This design comes from an exercise in tuning for small area, a short achievable clock period and few clock cycles on the open sky130 flow, not from production work.
Only simulation tests tie the RTL to the original design; equivalence was not proved.
Power and IR drop assume default switching activity.

## flow/design.v (module list and top-level ports; edited modules follow where they fit)
// module ssd_div6: 54 lines
// module ssd_sq2: 386 lines
// module ssd_sq1: 261 lines
// module ssd_sqrt_top4: 27 lines
// module ssd_sqrt_row: 18 lines
// module step_spike_detector: 258 lines
module step_spike_detector (
    input  logic        i_clk,
    input  logic        i_rst_n,
    input  logic        i_in_valid,
    output logic        o_in_ready,
    input  logic        i_in_operation,
    input  logic [12:0] i_in_accel_x,
    input  logic [12:0] i_in_accel_y,
    input  logic [12:0] i_in_accel_z,
    output logic        o_out_valid,
    input  logic        i_out_ready,
    output logic        o_out_step_detected,
    output logic [12:0] o_out_current_magnitude,
    output logic [12:0] o_out_baseline_magnitude,
    input  logic        i_cfg_we,
    input  logic [0:0]  i_cfg_idx,
    input  logic [12:0] i_cfg_data
);
  // ...
==> flow/flow/run.sh <==
#!/bin/bash
set -euo pipefail
bash standard.sh SETUP_SLACK_MARGIN=6.4 finish > standard_flow.log 2>&1
==> flow/standard.sh <==
#!/bin/bash
# synth_recipe.tcl (not shown) runs the flow's synth.tcl, then flattens the netlist and writes it again
# the make line also repeats each setting of config.mk as NAME=value (left out here)
make -C /OpenROAD-flow-scripts/flow DESIGN_CONFIG=/design/flow/config.mk WORK_HOME=/design/flow/orfs CLKGATE_MAP_FILE= SYNTH_SCRIPT=/design/flow/synth_recipe.tcl "${@:-finish}"
==> flow/config.mk <==
export PLATFORM = sky130hd
export DESIGN_NAME = step_spike_detector
export DESIGN_NICKNAME = step_spike_detector
export VERILOG_FILES = /design/flow/design.v
export SDC_FILE = /design/flow/constraint.sdc
export NUM_CORES = 4
export LEC_CHECK = 0
export CAP_MARGIN = 20
export CORE_MARGIN = 2
export CORE_UTILIZATION = 40
export SLEW_MARGIN = 20
==> flow/constraint.sdc <==
create_clock -name core_clock -period 10.0 [get_ports {i_clk}]
set_input_delay 2.0000 -clock core_clock [delete_from_list [all_inputs] [get_ports {i_clk}]]
set_output_delay 2.0000 -clock core_clock [all_outputs]
set_load 0.01 [all_outputs]
==> metrics.cfg, run 1 <==
[outcome]
status=finished clean

[clock_network]
cts_resized=76
cts-root-buf=clkbuf_16
cts.hold.buffers_added=0

[final_layout]
layout_common_cells=edfxtp_1 (801), nand2_1 (481), inv_1 (440), and2_1 (240)
clock_area_share_pct=5.98
nMultiInputCombCells=2471
seq_area_um2=26500
largest_reg_flops=234
multi_input_area_um2=20100
nClkBuffers=130

[setup_path]
r2r_start=r_m[0][9]
cp-startpoint=r_m[0][9]
crit_path_end=r_r0[10]
crit_type=register to register
cpMaxStageDelayCell=fa_1
max_stage_delay_ns=0.54

[worst_hold_path]
min_delay_path_depth=0
worstHoldEndpoint=g_slot[1].r_qq[11]

[floorplanning]
io_pins=88
tap_cells=1612
design.die.area_um2=124000

[power]
p_clk_mw=3.72
p_comb_share_pct=39.8
pg_comb_mw=6.01

[route]
wire_per_inst_um=16.1
m1WireLength_mm=43.2

[synth]
ys_types=84
synth_most_common_cell=edfxtp_1
ys_ff_latch=922
synth_compound_area_share_pct=7.70

[sta]
final.setup.tns_ns=0

Testbench counts, summed over its fixed seeds: cycles 8,452.
==> module step_spike_detector, before the edit <==
module step_spike_detector (
    input  logic        i_clk,
    input  logic        i_rst_n,
    input  logic        i_in_valid,
    output logic        o_in_ready,
    input  logic        i_in_operation,
    input  logic [12:0] i_in_accel_x,
    input  logic [12:0] i_in_accel_y,
    input  logic [12:0] i_in_accel_z,
    output logic        o_out_valid,
    input  logic        i_out_ready,
    output logic        o_out_step_detected,
    output logic [12:0] o_out_current_magnitude,
    output logic [12:0] o_out_baseline_magnitude,
    input  logic        i_cfg_we,
    input  logic [0:0]  i_cfg_idx,
    input  logic [12:0] i_cfg_data
);
    localparam int NT = 15;         
    logic          r_rdy;           
    logic          r_t_v;           
    logic          w_adv;           
    logic          w_hz;            
    logic          w_fadv;          
    logic          w_acc;
    logic [NT:1]   r_tv, r_te;      
    logic          r_f_v, r_f_op;
    logic [12:0]   r_f_abs [3];
    assign w_adv      = !r_t_v;
    assign w_hz       = r_f_v && r_f_op && r_tv[1] && r_te[1];
    assign w_fadv     = w_adv && !w_hz;
    assign w_acc      = i_in_valid && r_rdy;
    assign o_in_ready = r_rdy;
    function automatic logic is_ev(input int j);
        is_ev = r_tv[j] && r_te[j];
    endfunction
    function automatic logic [12:0] abs13(input logic [12:0] v);
        abs13 = v[12] ? 13'(~v + 13'd1) : v;
    endfunction
    always_ff @(posedge i_clk) begin
        if (!i_rst_n) r_f_v <= 1'b0;
        else if (w_fadv) r_f_v <= w_acc;
        if (w_fadv) begin
            r_f_op     <= i_in_operation;
            r_f_abs[0] <= abs13(i_in_accel_x);
            r_f_abs[1] <= abs13(i_in_accel_y);
            r_f_abs[2] <= abs13(i_in_accel_z);
        end
        if (!i_rst_n) r_tv <= '0;
        else if (w_adv) r_tv <= {r_tv[NT-1:1], r_f_v && !w_hz};
        if (w_adv) r_te <= {r_te[NT-1:1], r_f_op};
    end
    logic [12:0] r_win [3][6];
    logic [14:0] r_sum [3];
    logic [2:0]  r_acnt;        
    logic        r_afull;       
    logic [14:0] w_old [3];
    logic [14:0] w_cs_s [3], w_cs_c [3];
    logic        w_push;
    always_comb begin
        w_push = w_fadv && r_f_v && !r_f_op;
        for (int a = 0; a < 3; a++) begin
            w_old[a]  = ~(r_afull ? 15'(r_win[a][5]) : 15'd0);
            w_cs_s[a] = r_sum[a] ^ 15'(r_f_abs[a]) ^ w_old[a];
            w_cs_c[a] = {(r_sum[a][13:0] & 14'(r_f_abs[a])) | (r_sum[a][13:0] & w_old[a][13:0])
                         | (14'(r_f_abs[a]) & w_old[a][13:0]), 1'b1};
        end
    end
    always_ff @(posedge i_clk) begin
        if (w_push) begin
            for (int a = 0; a < 3; a++) begin
                r_win[a][0] <= r_f_abs[a];
                for (int i = 1; i < 6; i++) r_win[a][i] <= r_win[a][i-1];
            end
        end
        if (!i_rst_n) begin
            r_acnt  <= '0;
            r_afull <= 1'b0;
            for (int a = 0; a < 3; a++) r_sum[a] <= '0;
        end else if (w_push) begin
            if (!r_afull) r_acnt <= r_acnt + 3'd1;
            if (r_acnt == 3'd5) r_afull <= 1'b1;
            for (int a = 0; a < 3; a++) r_sum[a] <= w_cs_s[a] + w_cs_c[a];
        end
    end
    logic [12:0] w_mean0, w_mean1;
    logic [12:0] r_m [3];
    ssd_div6 u_div0 (.i_s(is_ev(1) ? r_sum[2] : r_sum[0]), .o_q(w_mean0));
    ssd_div6 u_div1 (.i_s(r_sum[1]), .o_q(w_mean1));
    always_ff @(posedge i_clk) begin
        if (w_fadv && r_f_v && r_f_op) begin
            r_m[0] <= w_mean0;
            r_m[1] <= w_mean1;
        end
        if (w_adv && is_ev(1)) r_m[2] <= w_mean0;
    end
    logic [25:0] w_a0, w_a1, w_b0, w_b1;
    logic [25:0] r_r0, r_r1;
    ssd_sq2 u_sq2 (.i_a(r_m[0]), .i_b(r_m[1]), .o_r0(w_a0), .o_r1(w_a1));
    ssd_sq1 u_sq1 (.i_r0(r_r0), .i_r1(r_r1), .i_c(r_m[2]), .o_r0(w_b0), .o_r1(w_b1));
    always_ff @(posedge i_clk) begin
        if (w_adv) begin
            r_r0 <= is_ev(1) ? w_a0 : w_b0;
            r_r1 <= is_ev(1) ? w_a1 : w_b1;
        end
    end
    logic [25:0] r_q;
    logic [3:0]  w_q4;
    logic [4:0]  w_rem4;
    logic [6:0]  w_rem5;
    logic        w_pos5;
    always_ff @(posedge i_clk) begin
        if (w_adv) r_q <= r_r0 + r_r1;
    end
    ssd_sqrt_top4 u_top4 (.i_x(r_q[25:18]), .o_q(w_q4), .o_rem(w_rem4));
    ssd_sqrt_row #(.W(8)) u_row4 (
        .i_rem  ({1'b0, w_rem4}),
        .i_root (w_q4),
        .i_bits (r_q[17:16]),
        .o_rem  (w_rem5),
        .o_pos  (w_pos5)
    );
    logic [5*20-1:0] c_rem;      
    logic [5*13-1:0] c_root;
    logic [5*18-1:0] c_q;
    assign c_rem[19:0]  = 20'(signed'(w_rem5));
    assign c_root[12:0] = 13'({w_q4, w_pos5});
    assign c_q[17:0]    = 18'(r_q[15:0]);
    for (genvar k = 1; k <= 4; k++) begin : g_slot
        localparam int K  = 2 * k + 3;
        localparam int WQ = 2 * (13 - K);
        logic [K+2:0]  r_rem;
        logic [K:0]    r_root;
        logic [WQ-1:0] r_qq;
        logic          w_ph1;
        logic [K+3:0]  w_rem;
        logic          w_pos;
        assign w_ph1 = is_ev(2 * k + 4);
        ssd_sqrt_row #(.W(K + 5)) u_row (
            .i_rem  (r_rem),
            .i_root (r_root),
            .i_bits (w_ph1 ? r_qq[WQ-3 -: 2] : r_qq[WQ-1 -: 2]),
            .o_rem  (w_rem),
            .o_pos  (w_pos)
        );
        always_ff @(posedge i_clk) begin
            if (w_adv) begin
                if (is_ev(2 * k + 3)) begin
                    r_rem  <= w_rem[K+2:0];
                    r_root <= {r_root[K-1:0], w_pos};
                end else begin
                    r_rem  <= (K+3)'(signed'(c_rem[20*(k-1) +: K+2]));
                    r_root <= (K+1)'(c_root[13*(k-1) +: K]);
                    r_qq   <= c_q[18*(k-1) +: WQ];
                end
            end
        end
        assign c_rem[20*k +: 20]  = 20'(signed'(w_rem));
        assign c_root[13*k +: 13] = 13'({r_root, w_pos});
        if (k < 4) begin : g_qn
            assign c_q[18*k +: 18] = 18'(r_qq[WQ-5:0]);
        end else begin : g_qe
            assign c_q[18*k +: 18] = '0;
        end
    end
    logic [12:0] r_mg;
    always_ff @(posedge i_clk) begin
        if (w_adv) r_mg <= c_root[13*4 +: 13];
    end
    logic [12:0] r_mwin [16];
    logic [16:0] r_msum;
    logic [3:0]  r_mcnt;        
    logic        r_mfull;       
    logic [16:0] w_mold, w_ms_s, w_ms_c;
    logic        w_mpush;
    logic [12:0] r_p_mag;
    always_comb begin
        w_mpush = w_adv && is_ev(13);
        w_mold  = ~(r_mfull ? 17'(r_mwin[15]) : 17'd0);
        w_ms_s  = r_msum ^ 17'(r_mg) ^ w_mold;
        w_ms_c  = {(r_msum[15:0] & 16'(r_mg)) | (r_msum[15:0] & w_mold[15:0])
                   | (16'(r_mg) & w_mold[15:0]), 1'b1};
    end
    always_ff @(posedge i_clk) begin
        if (w_mpush) begin
            r_mwin[0] <= r_mg;
            for (int i = 1; i < 16; i++) r_mwin[i] <= r_mwin[i-1];
            r_p_mag <= r_mg;
        end
        if (!i_rst_n) begin
            r_mcnt  <= '0;
            r_mfull <= 1'b0;
            r_msum  <= '0;
        end else if (w_mpush) begin
            r_mcnt <= r_mcnt + 4'd1;
            if (r_mcnt == 4'd15) r_mfull <= 1'b1;
            r_msum <= w_ms_s + w_ms_c;
        end
    end
    logic [12:0] r_thr;
    logic [7:0]  r_reload;
    logic [7:0]  r_cd;
    logic        r_prev_over;
    logic        r_over;
    logic [12:0] w_base;
    logic [14:0] w_cmp;
    logic        w_step;
    logic [7:0]  w_cd_dec;
    logic [26:0] w_res;
    logic [26:0] r_tail;
    logic        w_t_v_n;
    logic        w_f_v_n, w_f_op_n, w_tv1_n, w_te1_n;
    always_comb begin
        w_base   = r_msum[16:4];
        w_cmp    = {2'b00, r_p_mag} + {2'b00, ~w_base} + {2'b00, ~r_thr} + 15'd1;
        w_cd_dec = (r_cd != 8'd0) ? r_cd - 8'd1 : r_cd;
        w_step   = r_over && !r_prev_over && (w_cd_dec == 8'd0);
        w_res    = r_te[15] ? {w_step, r_p_mag, w_base} : 27'd0;
        w_t_v_n  = r_t_v ? !i_out_ready : (o_out_valid && !i_out_ready && r_tv[15]);
        w_f_v_n  = w_fadv ? w_acc : r_f_v;
        w_f_op_n = w_fadv ? i_in_operation : r_f_op;
        w_tv1_n  = w_adv ? (r_f_v && !w_hz) : r_tv[1];
        w_te1_n  = w_adv ? r_f_op : r_te[1];
    end
    always_ff @(posedge i_clk) begin
        if (w_adv && is_ev(14)) r_over <= w_cmp[14];
        if (!i_rst_n) begin
            r_thr    <= ssd_pkg::THR_RESET;
            r_reload <= ssd_pkg::CD_RESET;
        end else if (i_cfg_we) begin
            if (i_cfg_idx[0]) r_reload <= i_cfg_data[7:0];
            else              r_thr    <= i_cfg_data;
        end
        if (!i_rst_n) begin
            r_cd        <= ssd_pkg::CD_RESET;
            r_prev_over <= 1'b0;
        end else if (w_adv && is_ev(15)) begin
            r_cd        <= w_step ? r_reload : w_cd_dec;
            r_prev_over <= r_over;
        end
        if (!i_rst_n) begin
            r_t_v       <= 1'b0;
            r_rdy       <= 1'b1;
            o_out_valid <= 1'b0;
        end else begin
            r_t_v <= w_t_v_n;
            r_rdy <= !w_t_v_n && !(w_f_v_n && w_f_op_n && w_tv1_n && w_te1_n);
            if (!r_t_v && !(o_out_valid && !i_out_ready)) o_out_valid <= r_tv[15];
        end
        if (r_t_v) begin
            if (i_out_ready)
                {o_out_step_detected, o_out_current_magnitude, o_out_baseline_magnitude} <= r_tail;
        end else if (!(o_out_valid && !i_out_ready)) begin
            {o_out_step_detected, o_out_current_magnitude, o_out_baseline_magnitude} <= w_res;
        end
        if (!r_t_v) r_tail <= w_res;
    end
endmodule
==> inputs of run 2 (changes only) <==
--- a/flow/design.v
+++ b/flow/design.v
@@ -66,19 +66,20 @@
         o_q = {qd(2'd0, d[6]) == 2'd0 ? 1'b0 : 1'b1, qd(e[6], d[5]), qd(a65, d[4]),
                qd(a64, d[3]), qd(a63, d[2]), qd(a62, d[1]), qd(a61, d[0])};
     end
 endmodule
 module ssd_sq2 (
     input  logic [12:0] i_a,
     input  logic [12:0] i_b,
     output logic [25:0] o_r0,
-    output logic [25:0] o_r1
+    output logic [25:0] o_r1,
+    output logic [25:0] o_r2
 );
-    logic pa_0_1, pa_0_2, pa_0_3, pa_0_4, pa_0_5, pa_0_6, pa_0_7, pa_0_8, pa_0_9, pa_0_10, pa_0_11, pa_1_2, pa_1_3, pa_1_4, pa_1_5, pa_1_6, pa_1_7, pa_1_8, pa_1_9, pa_1_10, pa_1_11, pa_2_3, pa_2_4, pa_2_5, pa_2_6, pa_2_7, pa_2_8, pa_2_9, pa_2_10, pa_2_11, pa_3_4, pa_3_5, pa_3_6, pa_3_7, pa_3_8, pa_3_9, pa_3_10, pa_3_11, pa_4_5, pa_4_6, pa_4_7, pa_4_8, pa_4_9, pa_4_10, pa_4_11, pa_5_6, pa_5_7, pa_5_8, pa_5_9, pa_5_10, pa_5_11, pa_6_7, pa_6_8, pa_6_9, pa_6_10, pa_6_11, pa_7_8, pa_7_9, pa_7_10, pa_7_11, pa_8_9, pa_8_10, pa_8_11, pa_9_10, pa_9_11, pa_10_11, pb_0_1, pb_0_2, pb_0_3, pb_0_4, pb_0_5, pb_0_6, pb_0_7, pb_0_8, pb_0_9, pb_0_10, pb_0_11, pb_1_2, pb_1_3, pb_1_4, pb_1_5, pb_1_6, pb_1_7, pb_1_8, pb_1_9, pb_1_10, pb_1_11, pb_2_3, pb_2_4, pb_2_5, pb_2_6, pb_2_7, pb_2_8, pb_2_9, pb_2_10, pb_2_11, pb_3_4, pb_3_5, pb_3_6, pb_3_7, pb_3_8, pb_3_9, pb_3_10, pb_3_11, pb_4_5, pb_4_6, pb_4_7, pb_4_8, pb_4_9, pb_4_10, pb_4_11, pb_5_6, pb_5_7, pb_5_8, pb_5_9, pb_5_10, pb_5_11, pb_6_7, pb_6_8, pb_6_9, pb_6_10, pb_6_11, pb_7_8, pb_7_9, pb_7_10, pb_7_11, pb_8_9, pb_8_10, pb_8_11, pb_9_10, pb_9_11, pb_10_11, s0, c0, s1, c1, s2, c2, s3, c3, s4, c4, s5, c5, s6, c6, s7, c7, s8, c8, s9, c9, s10, c10, s11, c11, s12, c12, s13, c13, s14, c14, s15, c15, s16, c16, s17, c17, s18, c18, s19, c19, s20, c20, s21, c21, s22, c22, s23, c23, s24, c24, s25, c25, s26, c26, s27, c27, s28, c28, s29, c29, s30, c30, s31, c31, s32, c32, s33, c33, s34, c34, s35, c35, s36, c36, s37, c37, s38, c38, s39, c39, s40, c40, s41, c41, s42, c42, s43, c43, s44, c44, s45, c45, s46, c46, s47, c47, s48, c48, s49, c49, s50, c50, s51, c51, s52, c52, s53, c53, s54, c54, s55, c55, s56, c56, s57, c57, s58, c58, s59, c59, s60, c60, s61, c61, s62, c62, s63, c63, s64, c64, s65, c65, s66, c66, s67, c67, s68, c68, s69, c69, s70, c70, s71, c71, s72, c72, s73, c73, s74, c74, s75, c75, s76, c76, s77, c77, s78, c78, s79, c79, s80, c80, s81, c81, s82, c82, s83, c83, s84, c84, s85, c85, s86, c86, s87, c87, s88, c88, s89, c89, s90, c90, s91, c91, s92, c92, s93, c93, s94, c94, s95, c95, s96, c96, s97, c97, s98, c98, s99, c99, s100, c100, s101, c101, s102, c102, s103, c103, s104, c104, s105, c105, s106, c106, s107, c107, s108, c108, s109, c109, s110, c110, s111, c111, s112, c112, s113, c113, s114, c114, s115, c115, s116, c116, s117, c117, s118, c118, s119, c119, s120, c120, s121, c121;
+    logic pa_0_1, pa_0_2, pa_0_3, pa_0_4, pa_0_5, pa_0_6, pa_0_7, pa_0_8, pa_0_9, pa_0_10, pa_0_11, pa_1_2, pa_1_3, pa_1_4, pa_1_5, pa_1_6, pa_1_7, pa_1_8, pa_1_9, pa_1_10, pa_1_11, pa_2_3, pa_2_4, pa_2_5, pa_2_6, pa_2_7, pa_2_8, pa_2_9, pa_2_10, pa_2_11, pa_3_4, pa_3_5, pa_3_6, pa_3_7, pa_3_8, pa_3_9, pa_3_10, pa_3_11, pa_4_5, pa_4_6, pa_4_7, pa_4_8, pa_4_9, pa_4_10, pa_4_11, pa_5_6, pa_5_7, pa_5_8, pa_5_9, pa_5_10, pa_5_11, pa_6_7, pa_6_8, pa_6_9, pa_6_10, pa_6_11, pa_7_8, pa_7_9, pa_7_10, pa_7_11, pa_8_9, pa_8_10, pa_8_11, pa_9_10, pa_9_11, pa_10_11, pb_0_1, pb_0_2, pb_0_3, pb_0_4, pb_0_5, pb_0_6, pb_0_7, pb_0_8, pb_0_9, pb_0_10, pb_0_11, pb_1_2, pb_1_3, pb_1_4, pb_1_5, pb_1_6, pb_1_7, pb_1_8, pb_1_9, pb_1_10, pb_1_11, pb_2_3, pb_2_4, pb_2_5, pb_2_6, pb_2_7, pb_2_8, pb_2_9, pb_2_10, pb_2_11, pb_3_4, pb_3_5, pb_3_6, pb_3_7, pb_3_8, pb_3_9, pb_3_10, pb_3_11, pb_4_5, pb_4_6, pb_4_7, pb_4_8, pb_4_9, pb_4_10, pb_4_11, pb_5_6, pb_5_7, pb_5_8, pb_5_9, pb_5_10, pb_5_11, pb_6_7, pb_6_8, pb_6_9, pb_6_10, pb_6_11, pb_7_8, pb_7_9, pb_7_10, pb_7_11, pb_8_9, pb_8_10, pb_8_11, pb_9_10, pb_9_11, pb_10_11, s0, c0, s1, c1, s2, c2, s3, c3, s4, c4, s5, c5, s6, c6, s7, c7, s8, c8, s9, c9, s10, c10, s11, c11, s12, c12, s13, c13, s14, c14, s15, c15, s16, c16, s17, c17, s18, c18, s19, c19, s20, c20, s21, c21, s22, c22, s23, c23, s24, c24, s25, c25, s26, c26, s27, c27, s28, c28, s29, c29, s30, c30, s31, c31, s32, c32, s33, c33, s34, c34, s35, c35, s36, c36, s37, c37, s38, c38, s39, c39, s40, c40, s41, c41, s42, c42, s43, c43, s44, c44, s45, c45, s46, c46, s47, c47, s48, c48, s49, c49, s50, c50, s51, c51, s52, c52, s53, c53, s54, c54, s55, c55, s56, c56, s57, c57, s58, c58, s59, c59, s60, c60, s61, c61, s62, c62, s63, c63, s64, c64, s65, c65, s66, c66, s67, c67, s68, c68, s69, c69, s70, c70, s71, c71, s72, c72, s73, c73, s74, c74, s75, c75, s76, c76, s77, c77, s78, c78, s79, c79, s80, c80, s81, c81, s82, c82, s83, c83, s84, c84, s85, c85, s86, c86, s87, c87, s88, c88, s89, c89, s90, c90, s91, c91, s92, c92, s93, c93, s94, c94, s95, c95, s96, c96, s97, c97, s98, c98, s99, c99, s100, c100;
     assign pa_0_1 = i_a[0] & i_a[1];
     assign pa_0_2 = i_a[0] & i_a[2];
     assign pa_0_3 = i_a[0] & i_a[3];
     assign pa_0_4 = i_a[0] & i_a[4];
     assign pa_0_5 = i_a[0] & i_a[5];
     assign pa_0_6 = i_a[0] & i_a[6];
     assign pa_0_7 = i_a[0] & i_a[7];
     assign pa_0_8 = i_a[0] & i_a[8];
@@ -403,67 +404,28 @@
     assign s97 = s77 ^ s78 ^ c75;
     assign c97 = (s77 & s78) | (s77 & c75) | (s78 & c75);
     assign s98 = s79 ^ s80 ^ c77;
     assign c98 = (s79 & s80) | (s79 & c77) | (s80 & c77);
     assign s99 = pa_9_11 ^ pb_9_11 ^ c79;
     assign c99 = (pa_9_11 & pb_9_11) | (pa_9_11 & c79) | (pb_9_11 & c79);
     assign s100 = pa_10_11 ^ i_a[11] ^ pb_10_11;
     assign c100 = (pa_10_11 & i_a[11]) | (pa_10_11 & pb_10_11) | (i_a[11] & pb_10_11);
-    assign s101 = pb_0_1 ^ i_b[1];
-    assign c101 = pb_0_1 & i_b[1];
-    assign s102 = pa_0_2 ^ pb_0_2 ^ c81;
-    assign c102 = (pa_0_2 & pb_0_2) | (pa_0_2 & c81) | (pb_0_2 & c81);
-    assign s103 = i_b[2] ^ s49 ^ s82;
-    assign c103 = (i_b[2] & s49) | (i_b[2] & s82) | (s49 & s82);
-    assign s104 = c49 ^ s83 ^ c82;
-    assign c104 = (c49 & s83) | (c49 & c82) | (s83 & c82);
-    assign s105 = c50 ^ s84 ^ c83;
-    assign c105 = (c50 & s84) | (c50 & c83) | (s84 & c83);
-    assign s106 = c52 ^ s85 ^ c84;
-    assign c106 = (c52 & s85) | (c52 & c84) | (s85 & c84);
-    assign s107 = c54 ^ s86 ^ c85;
-    assign c107 = (c54 & s86) | (c54 & c85) | (s86 & c85);
-    assign s108 = c56 ^ s87 ^ c86;
-    assign c108 = (c56 & s87) | (c56 & c86) | (s87 & c86);
-    assign s109 = c58 ^ s88 ^ c87;
-    assign c109 = (c58 & s88) | (c58 & c87) | (s88 & c87);
-    assign s110 = c60 ^ s89 ^ c88;
-    assign c110 = (c60 & s89) | (c60 & c88) | (s89 & c88);
-    assign s111 = c62 ^ s90 ^ c89;
-    assign c111 = (c62 & s90) | (c62 & c89) | (s90 & c89);
-    assign s112 = c64 ^ s91 ^ c90;
-    assign c112 = (c64 & s91) | (c64 & c90) | (s91 & c90);
-    assign s113 = c66 ^ s92 ^ c91;
-    assign c113 = (c66 & s92) | (c66 & c91) | (s92 & c91);
-    assign s114 = c68 ^ s93 ^ c92;
-    assign c114 = (c68 & s93) | (c68 & c92) | (s93 & c92);
-    assign s115 = c70 ^ s94 ^ c93;
-    assign c115 = (c70 & s94) | (c70 & c93) | (s94 & c93);
-    assign s116 = c72 ^ s95 ^ c94;
-    assign c116 = (c72 & s95) | (c72 & c94) | (s95 & c94);
-    assign s117 = c74 ^ s96 ^ c95;
-    assign c117 = (c74 & s96) | (c74 & c95) | (s96 & c95);
-    assign s118 = c76 ^ s97 ^ c96;
-    assign c118 = (c76 & s97) | (c76 & c96) | (s97 & c96);
-    assign s119 = c78 ^ s98 ^ c97;
-    assign c119 = (c78 & s98) | (c78 & c97) | (s98 & c97);
-    assign s120 = c80 ^ s99 ^ c98;
-    assign c120 = (c80 & s99) | (c80 & c98) | (s99 & c98);
-    assign s121 = i_b[11] ^ s100 ^ c99;
-    assign c121 = (i_b[11] & s100) | (i_b[11] & c99) | (s100 & c99);
-    assign o_r0 = {1'b0, i_a[12], c100, s121, s120, s119, s118, s117, s116, s115, s114, s113, s112, s111, s110, s109, s108, s107, s106, s105, s104, s103, s102, s81, 1'b0, i_a[0]};
-    assign o_r1 = {1'b0, i_b[12], c121, c120, c119, c118, c117, c116, c115, c114, c113, c112, c111, c110, c109, c108, c107, c106, c105, c104, c103, c102, c101, s101, 1'b0, i_b[0]};
+    assign o_r0 = {1'b0, i_a[12], c100, i_b[11], c80, c78, c76, c74, c72, c70, c68, c66, c64, c62, c60, c58, c56, c54, c52, c50, c49, i_b[2], pa_0_2, pb_0_1, 1'b0, i_a[0]};
+    assign o_r1 = {1'b0, i_b[12], 1'b0, s100, s99, s98, s97, s96, s95, s94, s93, s92, s91, s90, s89, s88, s87, s86, s85, s84, s83, s49, pb_0_2, i_b[1], 1'b0, i_b[0]};
+    assign o_r2 = {1'b0, 1'b0, 1'b0, c99, c98, c97, c96, c95, c94, c93, c92, c91, c90, c89, c88, c87, c86, c85, c84, c83, c82, s82, c81, s81, 1'b0, 1'b0};
 endmodule
 module ssd_sq1 (
     input  logic [25:0] i_r0,
     input  logic [25:0] i_r1,
+    input  logic [25:0] i_r2,
     input  logic [12:0] i_c,
     output logic [25:0] o_r0,
-    output logic [25:0] o_r1
+    output logic [25:0] o_r1,
+    output logic [25:0] o_r2
 );
     logic pc_0_1, pc_0_2, pc_0_3, pc_0_4, pc_0_5, pc_0_6, pc_0_7, pc_0_8, pc_0_9, pc_0_10, pc_0_11, pc_1_2, pc_1_3, pc_1_4, pc_1_5, pc_1_6, pc_1_7, pc_1_8, pc_1_9, pc_1_10, pc_1_11, pc_2_3, pc_2_4, pc_2_5, pc_2_6, pc_2_7, pc_2_8, pc_2_9, pc_2_10, pc_2_11, pc_3_4, pc_3_5, pc_3_6, pc_3_7, pc_3_8, pc_3_9, pc_3_10, pc_3_11, pc_4_5, pc_4_6, pc_4_7, pc_4_8, pc_4_9, pc_4_10, pc_4_11, pc_5_6, pc_5_7, pc_5_8, pc_5_9, pc_5_10, pc_5_11, pc_6_7, pc_6_8, pc_6_9, pc_6_10, pc_6_11, pc_7_8, pc_7_9, pc_7_10, pc_7_11, pc_8_9, pc_8_10, pc_8_11, pc_9_10, pc_9_11, pc_10_11, s0, c0, s1, c1, s2, c2, s3, c3, s4, c4, s5, c5, s6, c6, s7, c7, s8, c8, s9, c9, s10, c10, s11, c11, s12, c12, s13, c13, s14, c14, s15, c15, s16, c16, s17, c17, s18, c18, s19, c19, s20, c20, s21, c21, s22, c22, s23, c23, s24, c24, s25, c25, s26, c26, s27, c27, s28, c28, s29, c29, s30, c30, s31, c31, s32, c32, s33, c33, s34, c34, s35, c35, s36, c36, s37, c37, s38, c38, s39, c39, s40, c40, s41, c41, s42, c42, s43, c43, s44, c44, s45, c45, s46, c46, s47, c47, s48, c48, s49, c49, s50, c50, s51, c51, s52, c52, s53, c53, s54, c54, s55, c55, s56, c56, s57, c57, s58, c58, s59, c59, s60, c60, s61, c61, s62, c62, s63, c63, s64, c64, s65, c65, s66, c66, s67, c67, s68, c68, s69, c69, s70, c70, s71, c71, s72, c72, s73, c73, s74, c74, s75, c75, s76, c76, s77, c77, s78, c78, s79, c79, s80, c80, s81, c81, s82, c82, s83, c83, s84, c84, s85, c85, s86, c86, s87, c87, s88, c88, s89, c89, s90, c90, s91, c91;
     assign pc_0_1 = i_c[0] & i_c[1];
     assign pc_0_2 = i_c[0] & i_c[2];
     assign pc_0_3 = i_c[0] & i_c[3];
     assign pc_0_4 = i_c[0] & i_c[4];
     assign pc_0_5 = i_c[0] & i_c[5];
     assign pc_0_6 = i_c[0] & i_c[6];
@@ -522,202 +484,203 @@
     assign pc_7_10 = i_c[7] & i_c[10];
     assign pc_7_11 = i_c[7] & i_c[11];
     assign pc_8_9 = i_c[8] & i_c[9];
     assign pc_8_10 = i_c[8] & i_c[10];
     assign pc_8_11 = i_c[8] & i_c[11];
     assign pc_9_10 = i_c[9] & i_c[10];
     assign pc_9_11 = i_c[9] & i_c[11];
     assign pc_10_11 = i_c[10] & i_c[11];
-    assign s0 = i_r0[8] ^ i_r1[8];
-    assign c0 = i_r0[8] & i_r1[8];
-    assign s1 = i_r0[9] ^ i_r1[9];
-    assign c1 = i_r0[9] & i_r1[9];
-    assign s2 = i_r0[10] ^ i_r1[10] ^ pc_0_9;
-    assign c2 = (i_r0[10] & i_r1[10]) | (i_r0[10] & pc_0_9) | (i_r1[10] & pc_0_9);
-    assign s3 = pc_1_8 ^ pc_2_7;
-    assign c3 = pc_1_8 & pc_2_7;
-    assign s4 = i_r0[11] ^ i_r1[11] ^ pc_0_10;
-    assign c4 = (i_r0[11] & i_r1[11]) | (i_r0[11] & pc_0_10) | (i_r1[11] & pc_0_10);
-    assign s5 = pc_1_9 ^ pc_2_8;
-    assign c5 = pc_1_9 & pc_2_8;
-    assign s6 = i_r0[12] ^ i_r1[12] ^ pc_0_11;
-    assign c6 = (i_r0[12] & i_r1[12]) | (i_r0[12] & pc_0_11) | (i_r1[12] & pc_0_11);
-    assign s7 = pc_1_10 ^ pc_2_9 ^ pc_3_8;
-    assign c7 = (pc_1_10 & pc_2_9) | (pc_1_10 & pc_3_8) | (pc_2_9 & pc_3_8);
-    assign s8 = pc_4_7 ^ pc_5_6;
-    assign c8 = pc_4_7 & pc_5_6;
-    assign s9 = i_r0[13] ^ i_r1[13] ^ pc_1_11;
-    assign c9 = (i_r0[13] & i_r1[13]) | (i_r0[13] & pc_1_11) | (i_r1[13] & pc_1_11);
-    assign s10 = pc_2_10 ^ pc_3_9 ^ pc_4_8;
-    assign c10 = (pc_2_10 & pc_3_9) | (pc_2_10 & pc_4_8) | (pc_3_9 & pc_4_8);
-    assign s11 = i_r0[14] ^ i_r1[14] ^ pc_2_11;
-    assign c11 = (i_r0[14] & i_r1[14]) | (i_r0[14] & pc_2_11) | (i_r1[14] & pc_2_11);
-    assign s12 = pc_3_10 ^ pc_4_9 ^ pc_5_8;
-    assign c12 = (pc_3_10 & pc_4_9) | (pc_3_10 & pc_5_8) | (pc_4_9 & pc_5_8);
-    assign s13 = i_r0[15] ^ i_r1[15] ^ pc_3_11;
-    assign c13 = (i_r0[15] & i_r1[15]) | (i_r0[15] & pc_3_11) | (i_r1[15] & pc_3_11);
-    assign s14 = i_r0[16] ^ i_r1[16] ^ pc_4_11;
-    assign c14 = (i_r0[16] & i_r1[16]) | (i_r0[16] & pc_4_11) | (i_r1[16] & pc_4_11);
-    assign s15 = i_r0[4] ^ i_r1[4];
-    assign c15 = i_r0[4] & i_r1[4];
-    assign s16 = i_r0[5] ^ i_r1[5];
-    assign c16 = i_r0[5] & i_r1[5];
-    assign s17 = i_r0[6] ^ i_r1[6] ^ pc_0_5;
-    assign c17 = (i_r0[6] & i_r1[6]) | (i_r0[6] & pc_0_5) | (i_r1[6] & pc_0_5);
-    assign s18 = pc_1_4 ^ pc_2_3;
-    assign c18 = pc_1_4 & pc_2_3;
-    assign s19 = i_r0[7] ^ i_r1[7] ^ pc_0_6;
-    assign c19 = (i_r0[7] & i_r1[7]) | (i_r0[7] & pc_0_6) | (i_r1[7] & pc_0_6);
-    assign s20 = pc_1_5 ^ pc_2_4;
-    assign c20 = pc_1_5 & pc_2_4;
-    assign s21 = pc_0_7 ^ pc_1_6 ^ pc_2_5;
-    assign c21 = (pc_0_7 & pc_1_6) | (pc_0_7 & pc_2_5) | (pc_1_6 & pc_2_5);
-    assign s22 = pc_3_4 ^ i_c[4] ^ s0;
-    assign c22 = (pc_3_4 & i_c[4]) | (pc_3_4 & s0) | (i_c[4] & s0);
-    assign s23 = pc_0_8 ^ pc_1_7 ^ pc_2_6;
-    assign c23 = (pc_0_8 & pc_1_7) | (pc_0_8 & pc_2_6) | (pc_1_7 & pc_2_6);
-    assign s24 = pc_3_5 ^ s1 ^ c0;
-    assign c24 = (pc_3_5 & s1) | (pc_3_5 & c0) | (s1 & c0);
-    assign s25 = pc_3_6 ^ pc_4_5 ^ i_c[5];
-    assign c25 = (pc_3_6 & pc_4_5) | (pc_3_6 & i_c[5]) | (pc_4_5 & i_c[5]);
-    assign s26 = s2 ^ s3 ^ c1;
-    assign c26 = (s2 & s3) | (s2 & c1) | (s3 & c1);
-    assign s27 = pc_3_7 ^ pc_4_6 ^ s4;
-    assign c27 = (pc_3_7 & pc_4_6) | (pc_3_7 & s4) | (pc_4_6 & s4);
-    assign s28 = s5 ^ c2 ^ c3;
-    assign c28 = (s5 & c2) | (s5 & c3) | (c2 & c3);
-    assign s29 = i_c[6] ^ s6 ^ s7;
-    assign c29 = (i_c[6] & s6) | (i_c[6] & s7) | (s6 & s7);
-    assign s30 = s8 ^ c4 ^ c5;
-    assign c30 = (s8 & c4) | (s8 & c5) | (c4 & c5);
-    assign s31 = pc_5_7 ^ s9 ^ s10;
-    assign c31 = (pc_5_7 & s9) | (pc_5_7 & s10) | (s9 & s10);
-    assign s32 = c6 ^ c7 ^ c8;
-    assign c32 = (c6 & c7) | (c6 & c8) | (c7 & c8);
-    assign s33 = pc_6_7 ^ i_c[7] ^ s11;
-    assign c33 = (pc_6_7 & i_c[7]) | (pc_6_7 & s11) | (i_c[7] & s11);
-    assign s34 = s12 ^ c9 ^ c10;
-    assign c34 = (s12 & c9) | (s12 & c10) | (c9 & c10);
-    assign s35 = pc_4_10 ^ pc_5_9 ^ pc_6_8;
-    assign c35 = (pc_4_10 & pc_5_9) | (pc_4_10 & pc_6_8) | (pc_5_9 & pc_6_8);
-    assign s36 = s13 ^ c11 ^ c12;
-    assign c36 = (s13 & c11) | (s13 & c12) | (c11 & c12);
-    assign s37 = pc_5_10 ^ pc_6_9 ^ pc_7_8;
-    assign c37 = (pc_5_10 & pc_6_9) | (pc_5_10 & pc_7_8) | (pc_6_9 & pc_7_8);
-    assign s38 = i_c[8] ^ s14 ^ c13;
-    assign c38 = (i_c[8] & s14) | (i_c[8] & c13) | (s14 & c13);
-    assign s39 = i_r0[17] ^ i_r1[17] ^ pc_5_11;
-    assign c39 = (i_r0[17] & i_r1[17]) | (i_r0[17] & pc_5_11) | (i_r1[17] & pc_5_11);
-    assign s40 = pc_6_10 ^ pc_7_9 ^ c14;
-    assign c40 = (pc_6_10 & pc_7_9) | (pc_6_10 & c14) | (pc_7_9 & c14);
-    assign s41 = i_r0[18] ^ i_r1[18] ^ pc_6_11;
-    assign c41 = (i_r0[18] & i_r1[18]) | (i_r0[18] & pc_6_11) | (i_r1[18] & pc_6_11);
-    assign s42 = pc_7_10 ^ pc_8_9 ^ i_c[9];
-    assign c42 = (pc_7_10 & pc_8_9) | (pc_7_10 & i_c[9]) | (pc_8_9 & i_c[9]);
-    assign s43 = i_r0[19] ^ i_r1[19] ^ pc_7_11;
-    assign c43 = (i_r0[19] & i_r1[19]) | (i_r0[19] & pc_7_11) | (i_r1[19] & pc_7_11);
-    assign s44 = i_r0[20] ^ i_r1[20] ^ pc_8_11;
-    assign c44 = (i_r0[20] & i_r1[20]) | (i_r0[20] & pc_8_11) | (i_r1[20] & pc_8_11);
-    assign s45 = i_r0[2] ^ i_r1[2];
-    assign c45 = i_r0[2] & i_r1[2];
-    assign s46 = i_r0[3] ^ i_r1[3];
-    assign c46 = i_r0[3] & i_r1[3];
-    assign s47 = pc_0_3 ^ pc_1_2 ^ i_c[2];
-    assign c47 = (pc_0_3 & pc_1_2) | (pc_0_3 & i_c[2]) | (pc_1_2 & i_c[2]);
-    assign s48 = pc_0_4 ^ pc_1_3 ^ s16;
-    assign c48 = (pc_0_4 & pc_1_3) | (pc_0_4 & s16) | (pc_1_3 & s16);
-    assign s49 = i_c[3] ^ s17 ^ s18;
-    assign c49 = (i_c[3] & s17) | (i_c[3] & s18) | (s17 & s18);
-    assign s50 = s19 ^ s20 ^ c17;
-    assign c50 = (s19 & s20) | (s19 & c17) | (s20 & c17);
-    assign s51 = s21 ^ s22 ^ c19;
-    assign c51 = (s21 & s22) | (s21 & c19) | (s22 & c19);
-    assign s52 = s23 ^ s24 ^ c21;
-    assign c52 = (s23 & s24) | (s23 & c21) | (s24 & c21);
-    assign s53 = s25 ^ s26 ^ c23;
-    assign c53 = (s25 & s26) | (s25 & c23) | (s26 & c23);
-    assign s54 = s27 ^ s28 ^ c25;
-    assign c54 = (s27 & s28) | (s27 & c25) | (s28 & c25);
-    assign s55 = s29 ^ s30 ^ c27;
-    assign c55 = (s29 & s30) | (s29 & c27) | (s30 & c27);
-    assign s56 = s31 ^ s32 ^ c29;
-    assign c56 = (s31 & s32) | (s31 & c29) | (s32 & c29);
-    assign s57 = s33 ^ s34 ^ c31;
-    assign c57 = (s33 & s34) | (s33 & c31) | (s34 & c31);
-    assign s58 = s35 ^ s36 ^ c33;
-    assign c58 = (s35 & s36) | (s35 & c33) | (s36 & c33);
-    assign s59 = s37 ^ s38 ^ c35;
-    assign c59 = (s37 & s38) | (s37 & c35) | (s38 & c35);
-    assign s60 = s39 ^ s40 ^ c37;
-    assign c60 = (s39 & s40) | (s39 & c37) | (s40 & c37);
-    assign s61 = s41 ^ s42 ^ c39;
-    assign c61 = (s41 & s42) | (s41 & c39) | (s42 & c39);
-    assign s62 = pc_8_10 ^ s43 ^ c41;
-    assign c62 = (pc_8_10 & s43) | (pc_8_10 & c41) | (s43 & c41);
-    assign s63 = pc_9_10 ^ i_c[10] ^ s44;
-    assign c63 = (pc_9_10 & i_c[10]) | (pc_9_10 & s44) | (i_c[10] & s44);
-    assign s64 = i_r0[21] ^ i_r1[21] ^ pc_9_11;
-    assign c64 = (i_r0[21] & i_r1[21]) | (i_r0[21] & pc_9_11) | (i_r1[21] & pc_9_11);
-    assign s65 = i_r0[22] ^ i_r1[22] ^ pc_10_11;
-    assign c65 = (i_r0[22] & i_r1[22]) | (i_r0[22] & pc_10_11) | (i_r1[22] & pc_10_11);
+    assign s0 = i_r0[12] ^ i_r1[12];
+    assign c0 = i_r0[12] & i_r1[12];
+    assign s1 = i_r0[6] ^ i_r1[6];
+    assign c1 = i_r0[6] & i_r1[6];
+    assign s2 = i_r0[7] ^ i_r1[7];
+    assign c2 = i_r0[7] & i_r1[7];
+    assign s3 = i_r0[8] ^ i_r1[8] ^ i_r2[8];
+    assign c3 = (i_r0[8] & i_r1[8]) | (i_r0[8] & i_r2[8]) | (i_r1[8] & i_r2[8]);
+    assign s4 = pc_0_7 ^ pc_1_6;
+    assign c4 = pc_0_7 & pc_1_6;
+    assign s5 = i_r0[9] ^ i_r1[9] ^ i_r2[9];
+    assign c5 = (i_r0[9] & i_r1[9]) | (i_r0[9] & i_r2[9]) | (i_r1[9] & i_r2[9]);
+    assign s6 = pc_0_8 ^ pc_1_7;
+    assign c6 = pc_0_8 & pc_1_7;
+    assign s7 = i_r0[10] ^ i_r1[10] ^ i_r2[10];
+    assign c7 = (i_r0[10] & i_r1[10]) | (i_r0[10] & i_r2[10]) | (i_r1[10] & i_r2[10]);
+    assign s8 = pc_0_9 ^ pc_1_8 ^ pc_2_7;
+    assign c8 = (pc_0_9 & pc_1_8) | (pc_0_9 & pc_2_7) | (pc_1_8 & pc_2_7);
+    assign s9 = pc_3_6 ^ pc_4_5;
+    assign c9 = pc_3_6 & pc_4_5;
+    assign s10 = i_r0[11] ^ i_r1[11] ^ i_r2[11];
+    assign c10 = (i_r0[11] & i_r1[11]) | (i_r0[11] & i_r2[11]) | (i_r1[11] & i_r2[11]);
+    assign s11 = pc_0_10 ^ pc_1_9 ^ pc_2_8;
+    assign c11 = (pc_0_10 & pc_1_9) | (pc_0_10 & pc_2_8) | (pc_1_9 & pc_2_8);
+    assign s12 = pc_3_7 ^ pc_4_6;
+    assign c12 = pc_3_7 & pc_4_6;
+    assign s13 = i_r2[12] ^ pc_0_11 ^ pc_1_10;
+    assign c13 = (i_r2[12] & pc_0_11) | (i_r2[12] & pc_1_10) | (pc_0_11 & pc_1_10);
+    assign s14 = pc_2_9 ^ pc_3_8 ^ pc_4_7;
+    assign c14 = (pc_2_9 & pc_3_8) | (pc_2_9 & pc_4_7) | (pc_3_8 & pc_4_7);
+    assign s15 = pc_5_6 ^ i_c[6] ^ s0;
+    assign c15 = (pc_5_6 & i_c[6]) | (pc_5_6 & s0) | (i_c[6] & s0);
+    assign s16 = i_r0[13] ^ i_r1[13] ^ i_r2[13];
+    assign c16 = (i_r0[13] & i_r1[13]) | (i_r0[13] & i_r2[13]) | (i_r1[13] & i_r2[13]);
+    assign s17 = pc_1_11 ^ pc_2_10 ^ pc_3_9;
+    assign c17 = (pc_1_11 & pc_2_10) | (pc_1_11 & pc_3_9) | (pc_2_10 & pc_3_9);
+    assign s18 = pc_4_8 ^ pc_5_7 ^ c0;
+    assign c18 = (pc_4_8 & pc_5_7) | (pc_4_8 & c0) | (pc_5_7 & c0);
+    assign s19 = i_r0[14] ^ i_r1[14] ^ i_r2[14];
+    assign c19 = (i_r0[14] & i_r1[14]) | (i_r0[14] & i_r2[14]) | (i_r1[14] & i_r2[14]);
+    assign s20 = pc_2_11 ^ pc_3_10 ^ pc_4_9;
+    assign c20 = (pc_2_11 & pc_3_10) | (pc_2_11 & pc_4_9) | (pc_3_10 & pc_4_9);
+    assign s21 = pc_5_8 ^ pc_6_7 ^ i_c[7];
+    assign c21 = (pc_5_8 & pc_6_7) | (pc_5_8 & i_c[7]) | (pc_6_7 & i_c[7]);
+    assign s22 = i_r0[15] ^ i_r1[15] ^ i_r2[15];
+    assign c22 = (i_r0[15] & i_r1[15]) | (i_r0[15] & i_r2[15]) | (i_r1[15] & i_r2[15]);
+    assign s23 = pc_3_11 ^ pc_4_10 ^ pc_5_9;
+    assign c23 = (pc_3_11 & pc_4_10) | (pc_3_11 & pc_5_9) | (pc_4_10 & pc_5_9);
+    assign s24 = i_r0[16] ^ i_r1[16] ^ i_r2[16];
+    assign c24 = (i_r0[16] & i_r1[16]) | (i_r0[16] & i_r2[16]) | (i_r1[16] & i_r2[16]);
+    assign s25 = pc_4_11 ^ pc_5_10 ^ pc_6_9;
+    assign c25 = (pc_4_11 & pc_5_10) | (pc_4_11 & pc_6_9) | (pc_5_10 & pc_6_9);
+    assign s26 = i_r0[17] ^ i_r1[17] ^ i_r2[17];
+    assign c26 = (i_r0[17] & i_r1[17]) | (i_r0[17] & i_r2[17]) | (i_r1[17] & i_r2[17]);
+    assign s27 = i_r0[18] ^ i_r1[18] ^ i_r2[18];
+    assign c27 = (i_r0[18] & i_r1[18]) | (i_r0[18] & i_r2[18]) | (i_r1[18] & i_r2[18]);
+    assign s28 = i_r0[2] ^ i_r1[2];
+    assign c28 = i_r0[2] & i_r1[2];
+    assign s29 = i_r0[3] ^ i_r1[3];
+    assign c29 = i_r0[3] & i_r1[3];
+    assign s30 = i_r0[4] ^ i_r1[4] ^ i_r2[4];
+    assign c30 = (i_r0[4] & i_r1[4]) | (i_r0[4] & i_r2[4]) | (i_r1[4] & i_r2[4]);
+    assign s31 = pc_0_3 ^ pc_1_2;
+    assign c31 = pc_0_3 & pc_1_2;
+    assign s32 = i_r0[5] ^ i_r1[5] ^ i_r2[5];
+    assign c32 = (i_r0[5] & i_r1[5]) | (i_r0[5] & i_r2[5]) | (i_r1[5] & i_r2[5]);
+    assign s33 = pc_0_4 ^ pc_1_3;
+    assign c33 = pc_0_4 & pc_1_3;
+    assign s34 = i_r2[6] ^ pc_0_5 ^ pc_1_4;
+    assign c34 = (i_r2[6] & pc_0_5) | (i_r2[6] & pc_1_4) | (pc_0_5 & pc_1_4);
+    assign s35 = pc_2_3 ^ i_c[3] ^ s1;
+    assign c35 = (pc_2_3 & i_c[3]) | (pc_2_3 & s1) | (i_c[3] & s1);
+    assign s36 = i_r2[7] ^ pc_0_6 ^ pc_1_5;
+    assign c36 = (i_r2[7] & pc_0_6) | (i_r2[7] & pc_1_5) | (pc_0_6 & pc_1_5);
+    assign s37 = pc_2_4 ^ s2 ^ c1;
+    assign c37 = (pc_2_4 & s2) | (pc_2_4 & c1) | (s2 & c1);
+    assign s38 = pc_2_5 ^ pc_3_4 ^ i_c[4];
+    assign c38 = (pc_2_5 & pc_3_4) | (pc_2_5 & i_c[4]) | (pc_3_4 & i_c[4]);
+    assign s39 = s3 ^ s4 ^ c2;
+    assign c39 = (s3 & s4) | (s3 & c2) | (s4 & c2);
+    assign s40 = pc_2_6 ^ pc_3_5 ^ s5;
+    assign c40 = (pc_2_6 & pc_3_5) | (pc_2_6 & s5) | (pc_3_5 & s5);
+    assign s41 = s6 ^ c3 ^ c4;
+    assign c41 = (s6 & c3) | (s6 & c4) | (c3 & c4);
+    assign s42 = i_c[5] ^ s7 ^ s8;
+    assign c42 = (i_c[5] & s7) | (i_c[5] & s8) | (s7 & s8);
+    assign s43 = s9 ^ c5 ^ c6;
+    assign c43 = (s9 & c5) | (s9 & c6) | (c5 & c6);
+    assign s44 = s10 ^ s11 ^ s12;
+    assign c44 = (s10 & s11) | (s10 & s12) | (s11 & s12);
+    assign s45 = c7 ^ c8 ^ c9;
+    assign c45 = (c7 & c8) | (c7 & c9) | (c8 & c9);
+    assign s46 = s13 ^ s14 ^ s15;
+    assign c46 = (s13 & s14) | (s13 & s15) | (s14 & s15);
+    assign s47 = c10 ^ c11 ^ c12;
+    assign c47 = (c10 & c11) | (c10 & c12) | (c11 & c12);
+    assign s48 = s16 ^ s17 ^ s18;
+    assign c48 = (s16 & s17) | (s16 & s18) | (s17 & s18);
+    assign s49 = c13 ^ c14 ^ c15;
+    assign c49 = (c13 & c14) | (c13 & c15) | (c14 & c15);
+    assign s50 = s19 ^ s20 ^ s21;
+    assign c50 = (s19 & s20) | (s19 & s21) | (s20 & s21);
+    assign s51 = c16 ^ c17 ^ c18;
+    assign c51 = (c16 & c17) | (c16 & c18) | (c17 & c18);
+    assign s52 = pc_6_8 ^ s22 ^ s23;
+    assign c52 = (pc_6_8 & s22) | (pc_6_8 & s23) | (s22 & s23);
+    assign s53 = c19 ^ c20 ^ c21;
+    assign c53 = (c19 & c20) | (c19 & c21) | (c20 & c21);
+    assign s54 = pc_7_8 ^ i_c[8] ^ s24;
+    assign c54 = (pc_7_8 & i_c[8]) | (pc_7_8 & s24) | (i_c[8] & s24);
+    assign s55 = s25 ^ c22 ^ c23;
+    assign c55 = (s25 & c22) | (s25 & c23) | (c22 & c23);
+    assign s56 = pc_5_11 ^ pc_6_10 ^ pc_7_9;
+    assign c56 = (pc_5_11 & pc_6_10) | (pc_5_11 & pc_7_9) | (pc_6_10 & pc_7_9);
+    assign s57 = s26 ^ c24 ^ c25;
+    assign c57 = (s26 & c24) | (s26 & c25) | (c24 & c25);
+    assign s58 = pc_6_11 ^ pc_7_10 ^ pc_8_9;
+    assign c58 = (pc_6_11 & pc_7_10) | (pc_6_11 & pc_8_9) | (pc_7_10 & pc_8_9);
+    assign s59 = i_c[9] ^ s27 ^ c26;
+    assign c59 = (i_c[9] & s27) | (i_c[9] & c26) | (s27 & c26);
+    assign s60 = i_r0[19] ^ i_r1[19] ^ i_r2[19];
+    assign c60 = (i_r0[19] & i_r1[19]) | (i_r0[19] & i_r2[19]) | (i_r1[19] & i_r2[19]);
+    assign s61 = pc_7_11 ^ pc_8_10 ^ c27;
+    assign c61 = (pc_7_11 & pc_8_10) | (pc_7_11 & c27) | (pc_8_10 & c27);
+    assign s62 = i_r0[20] ^ i_r1[20] ^ i_r2[20];
+    assign c62 = (i_r0[20] & i_r1[20]) | (i_r0[20] & i_r2[20]) | (i_r1[20] & i_r2[20]);
+    assign s63 = pc_8_11 ^ pc_9_10 ^ i_c[10];
+    assign c63 = (pc_8_11 & pc_9_10) | (pc_8_11 & i_c[10]) | (pc_9_10 & i_c[10]);
+    assign s64 = i_r0[21] ^ i_r1[21] ^ i_r2[21];
+    assign c64 = (i_r0[21] & i_r1[21]) | (i_r0[21] & i_r2[21]) | (i_r1[21] & i_r2[21]);
+    assign s65 = i_r0[22] ^ i_r1[22] ^ i_r2[22];
+    assign c65 = (i_r0[22] & i_r1[22]) | (i_r0[22] & i_r2[22]) | (i_r1[22] & i_r2[22]);
     assign s66 = i_r0[0] ^ i_r1[0];
     assign c66 = i_r0[0] & i_r1[0];
     assign s67 = i_r0[1] ^ i_r1[1];
     assign c67 = i_r0[1] & i_r1[1];
-    assign s68 = pc_0_1 ^ i_c[1] ^ s45;
-    assign c68 = (pc_0_1 & i_c[1]) | (pc_0_1 & s45) | (i_c[1] & s45);
-    assign s69 = pc_0_2 ^ s46 ^ c45;
-    assign c69 = (pc_0_2 & s46) | (pc_0_2 & c45) | (s46 & c45);
-    assign s70 = s15 ^ s47 ^ c46;
-    assign c70 = (s15 & s47) | (s15 & c46) | (s47 & c46);
-    assign s71 = c15 ^ s48 ^ c47;
-    assign c71 = (c15 & s48) | (c15 & c47) | (s48 & c47);
-    assign s72 = c16 ^ s49 ^ c48;
-    assign c72 = (c16 & s49) | (c16 & c48) | (s49 & c48);
-    assign s73 = c18 ^ s50 ^ c49;
-    assign c73 = (c18 & s50) | (c18 & c49) | (s50 & c49);
-    assign s74 = c20 ^ s51 ^ c50;
-    assign c74 = (c20 & s51) | (c20 & c50) | (s51 & c50);
-    assign s75 = c22 ^ s52 ^ c51;
-    assign c75 = (c22 & s52) | (c22 & c51) | (s52 & c51);
-    assign s76 = c24 ^ s53 ^ c52;
-    assign c76 = (c24 & s53) | (c24 & c52) | (s53 & c52);
-    assign s77 = c26 ^ s54 ^ c53;
-    assign c77 = (c26 & s54) | (c26 & c53) | (s54 & c53);
-    assign s78 = c28 ^ s55 ^ c54;
-    assign c78 = (c28 & s55) | (c28 & c54) | (s55 & c54);
-    assign s79 = c30 ^ s56 ^ c55;
-    assign c79 = (c30 & s56) | (c30 & c55) | (s56 & c55);
-    assign s80 = c32 ^ s57 ^ c56;
-    assign c80 = (c32 & s57) | (c32 & c56) | (s57 & c56);
-    assign s81 = c34 ^ s58 ^ c57;
-    assign c81 = (c34 & s58) | (c34 & c57) | (s58 & c57);
-    assign s82 = c36 ^ s59 ^ c58;
-    assign c82 = (c36 & s59) | (c36 & c58) | (s59 & c58);
-    assign s83 = c38 ^ s60 ^ c59;
-    assign c83 = (c38 & s60) | (c38 & c59) | (s60 & c59);
-    assign s84 = c40 ^ s61 ^ c60;
-    assign c84 = (c40 & s61) | (c40 & c60) | (s61 & c60);
-    assign s85 = c42 ^ s62 ^ c61;
-    assign c85 = (c42 & s62) | (c42 & c61) | (s62 & c61);
-    assign s86 = c43 ^ s63 ^ c62;
-    assign c86 = (c43 & s63) | (c43 & c62) | (s63 & c62);
-    assign s87 = c44 ^ s64 ^ c63;
-    assign c87 = (c44 & s64) | (c44 & c63) | (s64 & c63);
-    assign s88 = i_c[11] ^ s65 ^ c64;
-    assign c88 = (i_c[11] & s65) | (i_c[11] & c64) | (s65 & c64);
-    assign s89 = i_r0[23] ^ i_r1[23] ^ c65;
-    assign c89 = (i_r0[23] & i_r1[23]) | (i_r0[23] & c65) | (i_r1[23] & c65);
-    assign s90 = i_r0[24] ^ i_r1[24] ^ i_c[12];
-    assign c90 = (i_r0[24] & i_r1[24]) | (i_r0[24] & i_c[12]) | (i_r1[24] & i_c[12]);
+    assign s68 = i_r2[2] ^ pc_0_1 ^ i_c[1];
+    assign c68 = (i_r2[2] & pc_0_1) | (i_r2[2] & i_c[1]) | (pc_0_1 & i_c[1]);
+    assign s69 = i_r2[3] ^ pc_0_2 ^ s29;
+    assign c69 = (i_r2[3] & pc_0_2) | (i_r2[3] & s29) | (pc_0_2 & s29);
+    assign s70 = i_c[2] ^ s30 ^ s31;
+    assign c70 = (i_c[2] & s30) | (i_c[2] & s31) | (s30 & s31);
+    assign s71 = s32 ^ s33 ^ c30;
+    assign c71 = (s32 & s33) | (s32 & c30) | (s33 & c30);
+    assign s72 = s34 ^ s35 ^ c32;
+    assign c72 = (s34 & s35) | (s34 & c32) | (s35 & c32);
+    assign s73 = s36 ^ s37 ^ c34;
+    assign c73 = (s36 & s37) | (s36 & c34) | (s37 & c34);
+    assign s74 = s38 ^ s39 ^ c36;
+    assign c74 = (s38 & s39) | (s38 & c36) | (s39 & c36);
+    assign s75 = s40 ^ s41 ^ c38;
+    assign c75 = (s40 & s41) | (s40 & c38) | (s41 & c38);
+    assign s76 = s42 ^ s43 ^ c40;
+    assign c76 = (s42 & s43) | (s42 & c40) | (s43 & c40);
+    assign s77 = s44 ^ s45 ^ c42;
+    assign c77 = (s44 & s45) | (s44 & c42) | (s45 & c42);
+    assign s78 = s46 ^ s47 ^ c44;
+    assign c78 = (s46 & s47) | (s46 & c44) | (s47 & c44);
+    assign s79 = s48 ^ s49 ^ c46;
+    assign c79 = (s48 & s49) | (s48 & c46) | (s49 & c46);
+    assign s80 = s50 ^ s51 ^ c48;
+    assign c80 = (s50 & s51) | (s50 & c48) | (s51 & c48);
+    assign s81 = s52 ^ s53 ^ c50;
+    assign c81 = (s52 & s53) | (s52 & c50) | (s53 & c50);
+    assign s82 = s54 ^ s55 ^ c52;
+    assign c82 = (s54 & s55) | (s54 & c52) | (s55 & c52);
+    assign s83 = s56 ^ s57 ^ c54;
+    assign c83 = (s56 & s57) | (s56 & c54) | (s57 & c54);
+    assign s84 = s58 ^ s59 ^ c56;
+    assign c84 = (s58 & s59) | (s58 & c56) | (s59 & c56);
+    assign s85 = s60 ^ s61 ^ c58;
+    assign c85 = (s60 & s61) | (s60 & c58) | (s61 & c58);
+    assign s86 = s62 ^ s63 ^ c60;
+    assign c86 = (s62 & s63) | (s62 & c60) | (s63 & c60);
+    assign s87 = pc_9_11 ^ s64 ^ c62;
+    assign c87 = (pc_9_11 & s64) | (pc_9_11 & c62) | (s64 & c62);
+    assign s88 = pc_10_11 ^ i_c[11] ^ s65;
+    assign c88 = (pc_10_11 & i_c[11]) | (pc_10_11 & s65) | (i_c[11] & s65);
+    assign s89 = i_r0[23] ^ i_r1[23] ^ i_r2[23];
+    assign c89 = (i_r0[23] & i_r1[23]) | (i_r0[23] & i_r2[23]) | (i_r1[23] & i_r2[23]);
+    assign s90 = i_r0[24] ^ i_r1[24] ^ i_r2[24];
+    assign c90 = (i_r0[24] & i_r1[24]) | (i_r0[24] & i_r2[24]) | (i_r1[24] & i_r2[24]);
     assign s91 = i_r0[25] ^ i_r1[25];
     assign c91 = i_r0[25] & i_r1[25];
-    assign o_r0 = {s91, s90, s89, s88, s87, s86, s85, s84, s83, s82, s81, s80, s79, s78, s77, s76, s75, s74, s73, s72, s71, s70, s69, s68, s67, i_c[0]};
-    assign o_r1 = {c90, c89, c88, c87, c86, c85, c84, c83, c82, c81, c80, c79, c78, c77, c76, c75, c74, c73, c72, c71, c70, c69, c68, c67, c66, s66};
+    assign o_r0 = {i_r2[25], i_c[12], c65, c64, c63, c61, c59, c57, c55, c53, c51, c49, c47, c45, c43, c41, c39, c37, c35, c33, c31, c29, c28, s28, i_r2[1], i_r2[0]};
+    assign o_r1 = {s91, s90, s89, s88, s87, s86, s85, s84, s83, s82, s81, s80, s79, s78, s77, s76, s75, s74, s73, s72, s71, s70, s69, s68, s67, i_c[0]};
+    assign o_r2 = {c90, c89, c88, c87, c86, c85, c84, c83, c82, c81, c80, c79, c78, c77, c76, c75, c74, c73, c72, c71, c70, c69, c68, c67, c66, s66};
 endmodule
 module ssd_sqrt_top4 (
     input  logic [7:0] i_x,
     output logic [3:0] o_q,
     output logic [4:0] o_rem
 );
     logic [8:0] o_qr;
     localparam logic [255:0] T0 = 256'h55555554aaaaaaa5555554aaaaaa555554aaaaa55554aaaa5554aaa554aa54a4;
@@ -850,33 +813,35 @@
     ssd_div6 u_div1 (.i_s(r_sum[1]), .o_q(w_mean1));
     always_ff @(posedge i_clk) begin
         if (w_fadv && r_f_v && r_f_op) begin
             r_m[0] <= w_mean0;
             r_m[1] <= w_mean1;
         end
         if (w_adv && is_ev(1)) r_m[2] <= w_mean0;
     end
-    logic [25:0] w_a0, w_a1, w_b0, w_b1;
-    logic [25:0] r_r0, r_r1;
-    ssd_sq2 u_sq2 (.i_a(r_m[0]), .i_b(r_m[1]), .o_r0(w_a0), .o_r1(w_a1));
-    ssd_sq1 u_sq1 (.i_r0(r_r0), .i_r1(r_r1), .i_c(r_m[2]), .o_r0(w_b0), .o_r1(w_b1));
+    logic [25:0] w_a0, w_a1, w_a2, w_b0, w_b1, w_b2;
+    logic [25:0] r_r0, r_r1, r_r2;
+    ssd_sq2 u_sq2 (.i_a(r_m[0]), .i_b(r_m[1]), .o_r0(w_a0), .o_r1(w_a1), .o_r2(w_a2));
+    ssd_sq1 u_sq1 (.i_r0(r_r0), .i_r1(r_r1), .i_r2(r_r2), .i_c(r_m[2]),
+                   .o_r0(w_b0), .o_r1(w_b1), .o_r2(w_b2));
     always_ff @(posedge i_clk) begin
         if (w_adv) begin
             r_r0 <= is_ev(1) ? w_a0 : w_b0;
             r_r1 <= is_ev(1) ? w_a1 : w_b1;
+            r_r2 <= is_ev(1) ? w_a2 : w_b2;
         end
     end
     logic [25:0] r_q;
     logic [3:0]  w_q4;
     logic [4:0]  w_rem4;
     logic [6:0]  w_rem5;
     logic        w_pos5;
     always_ff @(posedge i_clk) begin
-        if (w_adv) r_q <= r_r0 + r_r1;
+        if (w_adv) r_q <= (r_r0 ^ r_r1 ^ r_r2) + {(r_r0[24:0] & r_r1[24:0]) | (r_r0[24:0] & r_r2[24:0]) | (r_r1[24:0] & r_r2[24:0]), 1'b0};
     end
     ssd_sqrt_top4 u_top4 (.i_x(r_q[25:18]), .o_q(w_q4), .o_rem(w_rem4));
     ssd_sqrt_row #(.W(8)) u_row4 (
         .i_rem  ({1'b0, w_rem4}),
         .i_root (w_q4),
         .i_bits (r_q[17:16]),
         .o_rem  (w_rem5),
         .o_pos  (w_pos5)
==> flow/flow/run.sh (replaced) <==
#!/bin/bash
set -euo pipefail
bash standard.sh SETUP_SLACK_MARGIN=6.7 finish > standard_flow.log 2>&1
==> metrics.cfg, run 2 <==
[outcome]
status=finished clean  ; unchanged

[floorplanning]
design.die.area_um2=126000  ; was 124000 um2
die_w_um=355  ; was 352 um
coreArea_um2=122000  ; was 120000 um2
rows=128  ; was 127
io_pins=88  ; unchanged

[clock_network]
cts.hold.buffers_added=0  ; unchanged
cts-root-buf=clkbuf_16  ; unchanged
cts_sinks=948  ; was 922

[sta]
tightest_slew_ns=1.01  ; about the same
holdWs_ns=0.380  ; was 0.396 ns
period_minus_slack_ns=3.45  ; was 3.78 ns
period_share_pct=34.5  ; was 37.8%
final.setup.tns_ns=0  ; unchanged
finalHoldViolations=0  ; unchanged
final_max_slew_viol_count=0  ; unchanged
slew_headroom_pct=32.5  ; was 32.7%

[final_layout]
layout_common_cells=edfxtp_1 (827), nand2_1 (493), inv_1 (444), and2_1 (238), fa_1 (218)  ; was edfxtp_1 (801), nand2_1 (481), inv_1 (440), and2_1 (240)
seq_area_um2=27300  ; was 26500 um2
largest-register=r_win  ; unchanged
largest_reg_flops=234  ; unchanged
multi_input_area_um2=20700  ; was 20100 um2

[setup_path]
max_stage_delay_ns=0.52  ; was 0.54 ns
crit_type=register to register  ; unchanged
critPathBufInv=6  ; was 4
r2r_start=r_afull  ; was r_m[0][9]
crit_path_cell_trace=buf_12 -> and2_4 -> fa_1 -> inv_2 -> fa_2 -> nand2_2 -> nand2_4 -> a2111oi_4 -> o31ai_2 -> o41ai_2 -> buf_4 -> buf_6 -> buf_6 -> buf_6 -> xnor2_2 -> nand2_1 -> a21oi_1  ; was buf_6 -> buf_6 -> buf_6 -> nand2_4 -> fa_2 -> fa_2 -> fa_1 -> inv_1 -> fa_1 -> fa_2 -> nand2_1 -> nand2_1
cp-startpoint=r_afull  ; was r_m[0][9]
critPathTopFamily=compound AO/OA/AOI/OAI gates  ; was adder cells
cpMaxStageDelayCell=fa_1  ; unchanged
crit_fanout=8  ; was 4
cp.required_ns=10.65  ; was 10.43 ns

[global_routing]
grt_max_degree=154  ; unchanged
antenna_found_initial=3  ; was 0
grt_pass1_wl_mm=161  ; was 152 mm

[route]
via_count=29755  ; was 28396
wire_per_inst_um=16.8  ; was 16.1 um
drtPass1Iterations=5  ; unchanged

[synth]
synth_most_common_cell=edfxtp_1  ; unchanged
synthAdderAreaFrac_pct=15.1  ; was 15.7%
ys_ff_latch=948  ; was 922
synthArstFlopShare_pct=0  ; unchanged
syn_inst=4081  ; was 3996
synth-simple-area-share_pct=11.1  ; was 11.0%
ys_types=87  ; was 84
synth_compound_area_share_pct=7.59  ; was 7.70%

[worst_hold_path]
hp-start=r_mwin[2][9]  ; was r_q[11]

[power]
p_comb_share_pct=43.0  ; was 39.8%

[place]
gp_congestion=0.824  ; was 0.825

==> run 2: worst paths after layout <==
path	endpoint	slack [ns]	cells past startpoint
min	r_mwin[3][9]	0.38	0
max reg2reg	r_sum[2][12]	6.55	17
min reg2reg	r_mwin[3][9]	0.38	0
max	r_sum[2][12]	6.55	17
==> run 2: metrics by stage <==
| stage | instance area [um2] | power, mW | cells | util, % | worst slack, ns |
|---|---|---|---|---|---|
| floorplan | 49300 | 10.3 | 4081 | - | 6.64 |
| global placement | 51800 | 11.6 | 5666 | 42.5 | 5.81 |
| detailed placement | 51800 | 11.8 | 5666 | 42.5 | 5.72 |
| CTS | 56100 | 16.1 | 5953 | 46.1 | 6.55 |
| global route | 57300 | 17.7 | 6008 | 47.0 | 6.39 |
| finish | 57300 | 16.5 | 6009 | 47.0 | 6.55 |
==> run 2: logic make-up after synthesis <==
logic type | count (synthesis)
adders and majority gates | 458
DFF | 948
buffers and inverters | 602
xor gates and xnor gates | 204
muxes | 113
and+or+nand+nor | 1146
AOI/OAI and AO/OA | 610
==> run 2: cell type report <==
class                   instances  share of cell area [%]
repair buffers                250                    3.72
well taps                    1625                    3.55
clock buffers                 125                    4.60
multi-input cells            2535                    36.1
diodes                          1                 0.00437
flip-flops and latches        948                    47.6
clock inverters                67                    1.32
inverters                     458                    3.10
==> run 2: what timing repair did <==
| item | 4_1_cts | 5_1_grt |
|---|---|---|
| gates cloned | 4 | 2 |
| resized for setup | 205 | 165 |
| setup endpoints to repair | 332 | 308 |
| buffers inserted | 91 | 52 |
| pin swaps | 64 | 89 |
==> run 2: worst register-to-register path, cell delays in order (launching register included) <==
cell	delay, ns
dfxtp_4	0.36
buf_12	0.15
and2_4	0.14
fa_1	0.52
inv_2	0.05
fa_2	0.36
nand2_2	0.11
nand2_4	0.06
a2111oi_4	0.35
o31ai_2	0.13
o41ai_2	0.39
buf_4	0.18
buf_6	0.08
buf_6	0.08
buf_6	0.09
xnor2_2	0.10
nand2_1	0.07
a21oi_1	0.15
==> run 2: power groups by stage <==
stage / clock, mW / sequential (mW) / combinational [mW]
floorplan: 0 / 5.50 / 4.81
global placement: 0 / 5.75 / 5.89
detailed placement: 0 / 5.76 / 5.99
CTS: 3.90 / 5.61 / 6.57
global route: 4.04 / 5.65 / 7.97
finish: 3.79 / 5.59 / 7.07
==> run 2: metal layers <==
| layer | up-vias | track usage (%) | wire length [um] |
|---|---|---|---|
| li1 | 14396 | - | - |
| met1 | 14658 | 21.3 | 45100 |
| met2 | 550 | 27.2 | 49300 |
| met3 | 149 | 2.53 | 4190 |
| met4 | 2 | 4.05 | 2380 |
| met5 | - | 0 | 11 |
Testbench counts of run 2, summed over its fixed seeds: cycles 8,452.

Setup slack of run 2, layout unchanged: 6.555 ns with ideal ports, 6.555 ns with driving cells assumed (clock clkbuf_16, inputs buf_2), 5.971 ns with port delays also shifted by the 0.766 ns mid clock arrival.
